Background: an optimization exercise with open tools, aiming at small area, a short achievable clock period and few clock cycles per item. Do not read the settings as production practice.
RTL that was checked went through simulation tests only; none was proved equivalent to the original.
No activity file was given, so power comes from the tool's default toggle rates.

==> run Z <==
Design ep_filter_stream, start of the top module:
module ep_filter_stream #(
  parameter int unsigned PIX_W = 8,
  parameter int unsigned WIN   = 3,
  parameter int unsigned WGT_W = 4
) (
  input  logic                     clk,
  input  logic                     rst_n,
  input  logic                     in_valid,
  output logic                     in_ready,
  input  logic [WIN*WIN*PIX_W-1:0] in_win,
  input  logic                     in_sof,
  input  logic                     in_eol,
  input  logic [3:0]               thr_shift,
  input  logic                     bypass,
  output logic                     out_valid,
  input  logic                     out_ready,
  output logic [PIX_W-1:0]         out_pix,
  output logic                     out_sof,
  output logic                     out_eol
);
  logic vld_c0;
  logic [7:0] p0_c1;
  logic [7:0] p1_c2;
  logic [7:0] p2_c3;
  logic [7:0] p3_c4;
  logic [7:0] p4_c5;
  logic [7:0] p5_c6;
  logic [7:0] p6_c7;
  logic [7:0] p7_c8;
  logic [7:0] p8_c9;
  logic [7:0] dif0_11;
  logic [7:0] gp0_12;
  logic [7:0] pp0_13;
  logic [8:0] gg0_14;
  logic [8:0] pg0_15;
  logic sg0_16;
  logic sp0_17;
  logic sg0_18;
  logic sp0_19;
  ...
clock: 5.0 ns
lec_check: 0
cap_margin: 20
core_margin: 2
core_utilization: 40
cts_buf_list: sky130_fd_sc_hd__clkbuf_8
cts_cluster_diameter: 60
cts_cluster_size: 18
setup_slack_margin: 1.8
slew_margin: 20
synth_hierarchical: 1
run.sh (not shown) runs the stock make flow with config.mk's settings and CLKGATE_MAP_FILE= SYNTH_SCRIPT=/design/flow/synth_recipe.tcl, a recipe that flattens the netlist after the stock synthesis.
==> inputs of run G, as changes to run Z <==
==> flow/config.mk (replaced) <==
export PLATFORM = sky130hd
export DESIGN_NAME = ep_filter_stream
export DESIGN_NICKNAME = ep_filter_stream
export VERILOG_FILES = /design/flow/design.v
export SDC_FILE = /design/flow/constraint.sdc
export NUM_CORES = 4
export LEC_CHECK = 0
export CAP_MARGIN = 20
export CORE_MARGIN = 2
export CORE_UTILIZATION = 40
export SETUP_SLACK_MARGIN = 2.0
export SLEW_MARGIN = 20
export SYNTH_HIERARCHICAL = 1
==> inputs of run X, as changes to run Z <==
--- a/flow/design.v
+++ b/flow/design.v
@@ -1932,50 +1932,60 @@
       nq_s7 <= nq_c937;
   end
   assign tr_939 = {rem_s7, nq_s7[7:6]};
   assign ta_940 = {1'b0, tr_939} - {3'b0, dv_s7};
   assign tb_941 = {1'b0, tr_939} - {2'b0, dv_s7, 1'b0};
   assign tc_942 = {1'b0, tr_939} - {2'b0, dv3_s7};
   assign nq_c942 = {nq_s7[5:0], ~tb_941[10], (~ta_940[10] & tb_941[10]) | ~tc_942[10]};
-  logic             take;
-  logic [4-1:0]  owed;
-  logic [8-1:0] wr_oh, rd_oh;
-  logic             fifo_ne;
-  logic [9:0]       fifo_mem [8];
-  logic [9:0]       fifo_out;
-  assign take     = out_valid & out_ready;
+  logic              take;
+  logic [4-1:0]   owed;
+  logic [7-1:0] wr_oh, rd_oh;
+  logic [3-1:0]  held;
+  logic [9:0]        fifo_mem [7];
+  logic [9:0]        fifo_out;
+  logic [9:0]        res;
+  logic              load, from_fifo, to_fifo;
+  logic              oq_valid;
+  logic [9:0]        oq;
+  assign res      = {sof_s7, eol_s7, nq_c942};
+  assign take     = oq_valid & out_ready;
   assign in_ready = (owed != 4'd8) | take;
   always_ff @(posedge clk or negedge rst_n) begin
     if (!rst_n) begin
       owed <= '0;
     end else if ((in_valid & in_ready) != take) begin
       owed <= take ? owed - 1'b1 : owed + 1'b1;
     end
   end
-  logic [4-1:0] held;
+  assign load      = ~oq_valid | out_ready;
+  assign from_fifo = load & (held != '0);
+  assign to_fifo   = vld_s7 & ~(load & (held == '0));
   always_ff @(posedge clk or negedge rst_n) begin
     if (!rst_n) begin
-      wr_oh <= 8'd1;
-      rd_oh <= 8'd1;
-      held  <= '0;
+      wr_oh    <= 7'd1;
+      rd_oh    <= 7'd1;
+      held     <= '0;
+      oq_valid <= 1'b0;
     end else begin
-      if (vld_s7) wr_oh <= {wr_oh[8-2:0], wr_oh[8-1]};
-      if (take) rd_oh <= {rd_oh[8-2:0], rd_oh[8-1]};
-      if (vld_s7 != take) held <= take ? held - 1'b1 : held + 1'b1;
+      if (to_fifo) wr_oh <= {wr_oh[7-2:0], wr_oh[7-1]};
+      if (from_fifo) rd_oh <= {rd_oh[7-2:0], rd_oh[7-1]};
+      if (to_fifo != from_fifo) held <= from_fifo ? held - 1'b1 : held + 1'b1;
+      if (load) oq_valid <= (held != '0) | vld_s7;
     end
   end
   always_ff @(posedge clk) begin
-    for (int i = 0; i < 8; i++) begin
-      if (vld_s7 && wr_oh[i]) fifo_mem[i] <= {sof_s7, eol_s7, nq_c942};
+    for (int i = 0; i < 7; i++) begin
+      if (to_fifo && wr_oh[i]) fifo_mem[i] <= res;
     end
+    if (load) oq <= (held != '0) ? fifo_out : res;
   end
   always_comb begin
     fifo_out = '0;
-    for (int i = 0; i < 8; i++) begin
+    for (int i = 0; i < 7; i++) begin
       fifo_out = fifo_out | (fifo_mem[i] & {10{rd_oh[i]}});
     end
   end
-  assign out_valid = (held != '0);
-  assign out_sof   = fifo_out[9];
-  assign out_eol   = fifo_out[8];
-  assign out_pix   = fifo_out[7:0];
+  assign out_valid = oq_valid;
+  assign out_sof   = oq[9];
+  assign out_eol   = oq[8];
+  assign out_pix   = oq[7:0];
 endmodule
==> flow/config.mk (replaced) <==
export PLATFORM = sky130hd
export DESIGN_NAME = ep_filter_stream
export DESIGN_NICKNAME = ep_filter_stream
export VERILOG_FILES = /design/flow/design.v
export SDC_FILE = /design/flow/constraint.sdc
export NUM_CORES = 4
export LEC_CHECK = 0
export ABC_AREA = 1
export CAP_MARGIN = 20
export CORE_MARGIN = 2
export CORE_UTILIZATION = 40
export CTS_BUF_LIST = sky130_fd_sc_hd__clkbuf_8
export CTS_CLUSTER_DIAMETER = 50
export CTS_CLUSTER_SIZE = 16
export SETUP_SLACK_MARGIN = 2.0
export SLEW_MARGIN = 20
export SYNTH_HIERARCHICAL = 1
==> inputs of run K, as changes to run Z <==
==> flow/config.mk (replaced) <==
export PLATFORM = sky130hd
export DESIGN_NAME = ep_filter_stream
export DESIGN_NICKNAME = ep_filter_stream
export VERILOG_FILES = /design/flow/design.v
export SDC_FILE = /design/flow/constraint.sdc
export NUM_CORES = 4
export LEC_CHECK = 0
export ABC_AREA = 1
export CAP_MARGIN = 20
export CORE_MARGIN = 2
export CORE_UTILIZATION = 40
export SETUP_SLACK_MARGIN = 1.8
export SLEW_MARGIN = 20
export SYNTH_HIERARCHICAL = 1
==> comparison table <==
| metric | run G | run Z | run X | run K |
|---|---|---|---|---|
| Tap cell instance count | 1050 | 1050 | 1060 | 1060 |
| Layout cell share with drive strength beyond 1 | 18.30% | 15.33% | 11.94% | 8.267% |
| Fraction of the core area covered by cells at the end of the flow | 48.98% | 47.24% | 46.66% | 46.97% |
| Min Hold Slack | 323.9 ps | 328.6 ps | 324.9 ps | 297.3 ps |
| Core area | 0.07861 mm2 | 0.07861 mm2 | 0.08081 mm2 | 0.08081 mm2 |
| Run status | finished clean | finished clean | finished clean | finished clean |
| GR Util met2 | 37.23% | 36.97% | 34.73% | 35.35% |
| Area growth syn-to-layout | 21.65% | 17.34% | 15.24% | 15.77% |
| Overall via count from detail_route | 22480 | 22280 | 24030 | 23990 |
| Layout clock area frac | 5.020% | 2.749% | 3.391% | 5.367% |
| DRT met1 WL | 37150 um | 37090 um | 37380 um | 37500 um |
| Portion of total power attributed to combinational logic | 53.2% | 56.5% | 54.6% | 52.1% |
| Worst-Margin Slew | 1052 ps | 1068 ps | 930.5 ps | 919.6 ps |
| Required time at the endpoint of the critical path | 5530 ps | 5600 ps | 5570 ps | 4000 ps |
| Post-route cell area | 0.03851 mm2 | 0.03714 mm2 | 0.03771 mm2 | 0.03795 mm2 |
| Antenna fix cells | 0 | 2 | 1 | 0 |
Testbench counts of run Z, summed over its fixed seeds: cycles 16,064, items 16,000.
Testbench counts of run G, summed over its fixed seeds: cycles 16,064, items 16,000.
Testbench counts of run K, summed over its fixed seeds: cycles 16,064, items 16,000.
Function not checked in run X: the RTL went through the layout flow alone.


==> pepper <==
Another version of the RTL of ep_filter_stream (not shown whole).
export LEC_CHECK = 0
export ABC_AREA = 1
export CAP_MARGIN = 20
export CORE_MARGIN = 2
export CORE_UTILIZATION = 40
export CTS_BUF_LIST = sky130_fd_sc_hd__clkbuf_8
export CTS_CLUSTER_DIAMETER = 50
export CTS_CLUSTER_SIZE = 16
export SETUP_SLACK_MARGIN = 2.1
export SLEW_MARGIN = 20
export SYNTH_HIERARCHICAL = 1
create_clock -name core_clock -period 5.0 [get_ports {clk}]
standard.sh (not shown) runs the stock make flow with config.mk's settings and CLKGATE_MAP_FILE= SYNTH_SCRIPT=/design/flow/synth_recipe.tcl, a recipe that flattens the netlist after the stock synthesis.
==> flow/flow/run.sh <==
#!/bin/bash
# The standard layout (the standard.sh, unchanged), except that the port buffers that
# global placement inserts on every input and output are sky130_fd_sc_hd__buf_2 cells rather
# than the resizer's default pick; timing repair still resizes them where it needs to.
# The ORFS tools write their logs under orfs/logs/; make's own output goes to standard.log.
set -euo pipefail
bash standard.sh BUFFER_PORTS_ARGS="-buffer_cell sky130_fd_sc_hd__buf_2" finish > standard.log 2>&1
==> xenon: changes against pepper <==
--- a/flow/design.v
+++ b/flow/design.v
@@ -53,22 +53,16 @@
         assign pl[l+1][i] = pl[l][i];
       end
     end
   end
   assign cin0 = {gl[3][6:0], 1'b0};
   assign cin1 = {gl[3][6:0] | pl[3][6:0], 1'b1};
   assign a    = gl[3][7] ? (x ^ cin1) : ~(x ^ cin0);
 endmodule
-module ep_not8 (
-  input  logic [7:0] a,
-  output logic [7:0] y
-);
-  assign y = ~a;
-endmodule
 module ep_filter_stream #(
   parameter int unsigned PIX_W = 8,
   parameter int unsigned WIN   = 3,
   parameter int unsigned WGT_W = 4
 ) (
   input  logic                     clk,
   input  logic                     rst_n,
   input  logic                     in_valid,
@@ -1013,73 +1007,72 @@
   logic [16:0] rb_c902;
   logic vld_s3;
   logic sof_s3;
   logic eol_s3;
   logic [7:0] dra_s3;
   logic [7:0] drb_s3;
   logic [16:0] ra_s3;
   logic [16:0] rb_s3;
-  logic [7:0] sw_904;
-  logic [7:0] dv_c904;
-  logic [8:0] dv3_c905;
-  logic [16:0] nm2_907;
-  logic [7:0] rem_c907;
-  logic [7:0] nq_c908;
+  logic [7:0] dv_c903;
+  logic [8:0] dv3_c904;
+  logic [16:0] nm2_906;
+  logic [7:0] rem_c906;
+  logic [7:0] nq_c907;
   logic vld_s4;
   logic sof_s4;
   logic eol_s4;
   logic [7:0] dv_s4;
   logic [8:0] dv3_s4;
   logic [7:0] rem_s4;
   logic [7:0] nq_s4;
-  logic [9:0] tr_910;
-  logic [10:0] ta_911;
-  logic [10:0] tb_912;
-  logic [10:0] tc_913;
-  logic [7:0] rem_c913;
-  logic [7:0] nq_c914;
+  logic [9:0] tr_909;
+  logic [10:0] ta_910;
+  logic [10:0] tb_911;
+  logic [10:0] tc_912;
+  logic [7:0] rem_c912;
+  logic [7:0] nq_c913;
   logic vld_s5;
   logic sof_s5;
   logic eol_s5;
   logic [7:0] dv_s5;
   logic [8:0] dv3_s5;
   logic [7:0] rem_s5;
   logic [7:0] nq_s5;
-  logic [9:0] tr_916;
-  logic [10:0] ta_917;
-  logic [10:0] tb_918;
-  logic [10:0] tc_919;
-  logic [7:0] rem_c919;
-  logic [7:0] nq_c920;
+  logic [9:0] tr_915;
+  logic [10:0] ta_916;
+  logic [10:0] tb_917;
+  logic [10:0] tc_918;
+  logic [7:0] rem_c918;
+  logic [7:0] nq_c919;
   logic vld_s6;
   logic sof_s6;
   logic eol_s6;
   logic [7:0] dv_s6;
   logic [8:0] dv3_s6;
   logic [7:0] rem_s6;
   logic [7:0] nq_s6;
-  logic [9:0] tr_922;
-  logic [10:0] ta_923;
-  logic [10:0] tb_924;
-  logic [10:0] tc_925;
-  logic [7:0] rem_c925;
-  logic [7:0] nq_c926;
+  logic [9:0] tr_921;
+  logic [10:0] ta_922;
+  logic [10:0] tb_923;
+  logic [10:0] tc_924;
+  logic [7:0] rem_c924;
+  logic [7:0] nq_c925;
   logic vld_s7;
   logic sof_s7;
   logic eol_s7;
   logic [7:0] dv_s7;
   logic [8:0] dv3_s7;
   logic [7:0] rem_s7;
   logic [7:0] nq_s7;
-  logic [9:0] tr_928;
-  logic [10:0] ta_929;
-  logic [10:0] tb_930;
-  logic [10:0] tc_931;
-  logic [7:0] nq_c931;
+  logic [9:0] tr_927;
+  logic [10:0] ta_928;
+  logic [10:0] tb_929;
+  logic [10:0] tc_930;
+  logic [7:0] nq_c930;
   assign vld_c0 = in_valid & in_ready;
   assign p0_c1 = in_win[7:0];
   assign p1_c2 = in_win[15:8];
   assign p2_c3 = in_win[23:16];
   assign p3_c4 = in_win[31:24];
   assign p4_c5 = in_win[39:32];
   assign p5_c6 = in_win[47:40];
   assign p6_c7 = in_win[55:48];
@@ -1848,116 +1841,115 @@
   always_ff @(posedge clk) begin
       sof_s3 <= sof_s2;
       eol_s3 <= eol_s2;
       dra_s3 <= dra_c899;
       drb_s3 <= drb_c900;
       ra_s3 <= ra_c901;
       rb_s3 <= rb_c902;
   end
-  assign sw_904 = dra_s3 + drb_s3;
-  assign dv_c904 = ~sw_904;
-  assign dv3_c905 = ~({1'b0, sw_904} + {sw_904, 1'b0});
-  assign nm2_907 = ra_s3 + rb_s3;
-  assign rem_c907 = nm2_907[16:9];
-  assign nq_c908 = nm2_907[8:1];
+  assign dv_c903 = dra_s3 + drb_s3;
+  assign dv3_c904 = {1'b0, dv_c903} + {dv_c903, 1'b0};
+  assign nm2_906 = ra_s3 + rb_s3;
+  assign rem_c906 = nm2_906[16:9];
+  assign nq_c907 = nm2_906[8:1];
   always_ff @(posedge clk or negedge rst_n) begin
     if (!rst_n) begin
       vld_s4 <= '0;
     end else begin
       vld_s4 <= vld_s3;
     end
   end
   always_ff @(posedge clk) begin
       sof_s4 <= sof_s3;
       eol_s4 <= eol_s3;
-      dv_s4 <= dv_c904;
-      dv3_s4 <= dv3_c905;
-      rem_s4 <= rem_c907;
-      nq_s4 <= nq_c908;
+      dv_s4 <= dv_c903;
+      dv3_s4 <= dv3_c904;
+      rem_s4 <= rem_c906;
+      nq_s4 <= nq_c907;
   end
-  assign tr_910 = {rem_s4, nq_s4[7:6]};
-  assign ta_911 = {1'b0, tr_910} + {3'b111, dv_s4} + 11'd1;
-  assign tb_912 = {1'b0, tr_910} + {2'b11, dv_s4, 1'b1} + 11'd1;
-  assign tc_913 = {1'b0, tr_910} + {2'b11, dv3_s4} + 11'd1;
-  assign rem_c913 = ~tc_913[10] ? tc_913[7:0] : ~tb_912[10] ? tb_912[7:0] : ~ta_911[10] ? ta_911[7:0] : tr_910[7:0];
-  assign nq_c914 = {nq_s4[5:0], ~tb_912[10], (~ta_911[10] & tb_912[10]) | ~tc_913[10]};
+  assign tr_909 = {rem_s4, nq_s4[7:6]};
+  assign ta_910 = {1'b0, tr_909} - {3'b0, dv_s4};
+  assign tb_911 = {1'b0, tr_909} - {2'b0, dv_s4, 1'b0};
+  assign tc_912 = {1'b0, tr_909} - {2'b0, dv3_s4};
+  assign rem_c912 = ~tc_912[10] ? tc_912[7:0] : ~tb_911[10] ? tb_911[7:0] : ~ta_910[10] ? ta_910[7:0] : tr_909[7:0];
+  assign nq_c913 = {nq_s4[5:0], ~tb_911[10], (~ta_910[10] & tb_911[10]) | ~tc_912[10]};
   always_ff @(posedge clk or negedge rst_n) begin
     if (!rst_n) begin
       vld_s5 <= '0;
     end else begin
       vld_s5 <= vld_s4;
     end
   end
   always_ff @(posedge clk) begin
       sof_s5 <= sof_s4;
       eol_s5 <= eol_s4;
       dv_s5 <= dv_s4;
       dv3_s5 <= dv3_s4;
-      rem_s5 <= rem_c913;
-      nq_s5 <= nq_c914;
+      rem_s5 <= rem_c912;
+      nq_s5 <= nq_c913;
   end
-  assign tr_916 = {rem_s5, nq_s5[7:6]};
-  assign ta_917 = {1'b0, tr_916} + {3'b111, dv_s5} + 11'd1;
-  assign tb_918 = {1'b0, tr_916} + {2'b11, dv_s5, 1'b1} + 11'd1;
-  assign tc_919 = {1'b0, tr_916} + {2'b11, dv3_s5} + 11'd1;
-  assign rem_c919 = ~tc_919[10] ? tc_919[7:0] : ~tb_918[10] ? tb_918[7:0] : ~ta_917[10] ? ta_917[7:0] : tr_916[7:0];
-  assign nq_c920 = {nq_s5[5:0], ~tb_918[10], (~ta_917[10] & tb_918[10]) | ~tc_919[10]};
+  assign tr_915 = {rem_s5, nq_s5[7:6]};
+  assign ta_916 = {1'b0, tr_915} - {3'b0, dv_s5};
+  assign tb_917 = {1'b0, tr_915} - {2'b0, dv_s5, 1'b0};
+  assign tc_918 = {1'b0, tr_915} - {2'b0, dv3_s5};
+  assign rem_c918 = ~tc_918[10] ? tc_918[7:0] : ~tb_917[10] ? tb_917[7:0] : ~ta_916[10] ? ta_916[7:0] : tr_915[7:0];
+  assign nq_c919 = {nq_s5[5:0], ~tb_917[10], (~ta_916[10] & tb_917[10]) | ~tc_918[10]};
   always_ff @(posedge clk or negedge rst_n) begin
     if (!rst_n) begin
       vld_s6 <= '0;
     end else begin
       vld_s6 <= vld_s5;
     end
   end
   always_ff @(posedge clk) begin
       sof_s6 <= sof_s5;
       eol_s6 <= eol_s5;
       dv_s6 <= dv_s5;
       dv3_s6 <= dv3_s5;
-      rem_s6 <= rem_c919;
-      nq_s6 <= nq_c920;
+      rem_s6 <= rem_c918;
+      nq_s6 <= nq_c919;
   end
-  assign tr_922 = {rem_s6, nq_s6[7:6]};
-  assign ta_923 = {1'b0, tr_922} + {3'b111, dv_s6} + 11'd1;
-  assign tb_924 = {1'b0, tr_922} + {2'b11, dv_s6, 1'b1} + 11'd1;
-  assign tc_925 = {1'b0, tr_922} + {2'b11, dv3_s6} + 11'd1;
-  assign rem_c925 = ~tc_925[10] ? tc_925[7:0] : ~tb_924[10] ? tb_924[7:0] : ~ta_923[10] ? ta_923[7:0] : tr_922[7:0];
-  assign nq_c926 = {nq_s6[5:0], ~tb_924[10], (~ta_923[10] & tb_924[10]) | ~tc_925[10]};
+  assign tr_921 = {rem_s6, nq_s6[7:6]};
+  assign ta_922 = {1'b0, tr_921} - {3'b0, dv_s6};
+  assign tb_923 = {1'b0, tr_921} - {2'b0, dv_s6, 1'b0};
+  assign tc_924 = {1'b0, tr_921} - {2'b0, dv3_s6};
+  assign rem_c924 = ~tc_924[10] ? tc_924[7:0] : ~tb_923[10] ? tb_923[7:0] : ~ta_922[10] ? ta_922[7:0] : tr_921[7:0];
+  assign nq_c925 = {nq_s6[5:0], ~tb_923[10], (~ta_922[10] & tb_923[10]) | ~tc_924[10]};
   always_ff @(posedge clk or negedge rst_n) begin
     if (!rst_n) begin
       vld_s7 <= '0;
     end else begin
       vld_s7 <= vld_s6;
     end
   end
   always_ff @(posedge clk) begin
       sof_s7 <= sof_s6;
       eol_s7 <= eol_s6;
       dv_s7 <= dv_s6;
       dv3_s7 <= dv3_s6;
-      rem_s7 <= rem_c925;
-      nq_s7 <= nq_c926;
+      rem_s7 <= rem_c924;
+      nq_s7 <= nq_c925;
   end
-  assign tr_928 = {rem_s7, nq_s7[7:6]};
-  assign ta_929 = {1'b0, tr_928} + {3'b111, dv_s7} + 11'd1;
-  assign tb_930 = {1'b0, tr_928} + {2'b11, dv_s7, 1'b1} + 11'd1;
-  assign tc_931 = {1'b0, tr_928} + {2'b11, dv3_s7} + 11'd1;
-  assign nq_c931 = {nq_s7[5:0], ~tb_930[10], (~ta_929[10] & tb_930[10]) | ~tc_931[10]};
+  assign tr_927 = {rem_s7, nq_s7[7:6]};
+  assign ta_928 = {1'b0, tr_927} - {3'b0, dv_s7};
+  assign tb_929 = {1'b0, tr_927} - {2'b0, dv_s7, 1'b0};
+  assign tc_930 = {1'b0, tr_927} - {2'b0, dv3_s7};
+  assign nq_c930 = {nq_s7[5:0], ~tb_929[10], (~ta_928[10] & tb_929[10]) | ~tc_930[10]};
   logic              take;
   logic [4-1:0]   owed;
   logic [7-1:0] wr_oh, rd_oh;
   logic [3-1:0]  held;
   logic [9:0]        fifo_mem [7];
   logic [9:0]        fifo_out;
   logic [9:0]        res;
   logic              load, from_fifo, to_fifo;
   logic              oq_valid;
   logic [9:0]        oq;
-  assign res      = {sof_s7, eol_s7, nq_c931};
+  assign res      = {sof_s7, eol_s7, nq_c930};
   assign take     = oq_valid & out_ready;
   assign in_ready = (owed != 4'd8) | take;
   always_ff @(posedge clk or negedge rst_n) begin
     if (!rst_n) begin
       owed <= '0;
     end else if ((in_valid & in_ready) != take) begin
       owed <= take ? owed - 1'b1 : owed + 1'b1;
     end
- CORE_UTILIZATION: 40 -> 60
- PLACE_DENSITY: unset -> 0.7
- SETUP_SLACK_MARGIN: 2.1 -> 2.0
==> tundra: changes against pepper <==
- SETUP_SLACK_MARGIN: 2.1 -> 2.2
==> run summary <==
PwrDens between 500 and 600 nW/um^2; Internal Pwr Total 11.4 mW; Adder-Cell Fraction of Synth Area between 30% and 40%; drt first-iter violations ~1700; die area slightly below 80000 um^2; R2R Path End tL4_s2[16]$_DFF_P_; status complete, no violations; Worst Path Required 5.61 ns
Source of the figures above: tundra

==> run summary <==
Worst Path Required 5.56 ns; drt first-iter violations between 1500 and 2000; status complete, no violations; PwrDens 595 nW/um^2; die area 52800 um^2; Internal Pwr Total roughly 11 mW
Source of the figures above: xenon

==> run summary <==
status complete, no violations; drt first-iter violations 1701; share of layout cells above drive strength 1 11.6%; Post-DP Area 31800 um^2; PwrDens 584 nW/um^2; Clk pwr share 13.6%; Layout Skew 0.0439 ns; Internal Pwr Total 11.1 mW; Setup crit end tL4_s2[16]$_DFF_P_; cell taking the most area after synthesis dfxtp_1; die area approximately 78000 um^2; Worst Path Required 5.54 ns; R2R depth 5
Source of the figures above: pepper

Testbench counts of pepper, summed over its fixed seeds: cycles 16,064, items 16,000.
Testbench counts of tundra, summed over its fixed seeds: cycles 16,064, items 16,000.
Function not checked in xenon: the RTL went through the layout flow alone.

[static timing again, ports no longer ideal]
The flow's constraints put no driver on any port. The routed layouts listed below were extracted and timed again, unchanged, in two steps.
Step 1 assumes that a clkbuf_16 drives the clock port and a buf_2 every other input.
Step 2 also shifts input and output timing later by t, the mid clock arrival at the registers, as if the neighbouring blocks saw the same clock.
Slacks: ideal / step 1 / step 2; pairs: ideal / step 1.
| run | t (ns) | setup WS [ns] | hold slack, ns | worst register clock-pin slew, ns | cell pins on the clock port's net |
|---|---|---|---|---|---|
| run Z | 0.735 | 1.747 / 1.752 / 1.017 | 0.329 / 0.329 / 0.329 | 0.12 / 0.12 | 1 |
| run G | 0.697 | 1.674 / 1.679 / 0.983 | 0.324 / 0.324 / 0.324 | 0.07 / 0.07 | 1 |
| run X | 0.747 | 2.040 / 2.018 / 1.346 | 0.325 / 0.325 / 0.325 | 0.11 / 0.11 | 1 |
| run K | 0.678 | 1.840 / 1.778 / 1.258 | 0.297 / 0.297 / 0.297 | 0.07 / 0.07 | 1 |
| pepper | 0.722 | 2.098 / 2.039 / 1.317 | 0.320 / 0.294 / 0.320 | 0.10 / 0.10 | 1 |
| xenon | 0.728 | 2.003 / 2.003 / 1.381 | 0.300 / 0.276 / 0.300 | 0.10 / 0.10 | 1 |
| tundra | 0.722 | 2.162 / 2.076 / 1.355 | 0.303 / 0.291 / 0.303 | 0.10 / 0.10 | 1 |
After both steps every run listed still meets setup and hold. For tundra, which loses most, drivers alone change the setup slack by -0.086 ns; drivers and shift together by -0.807 ns.
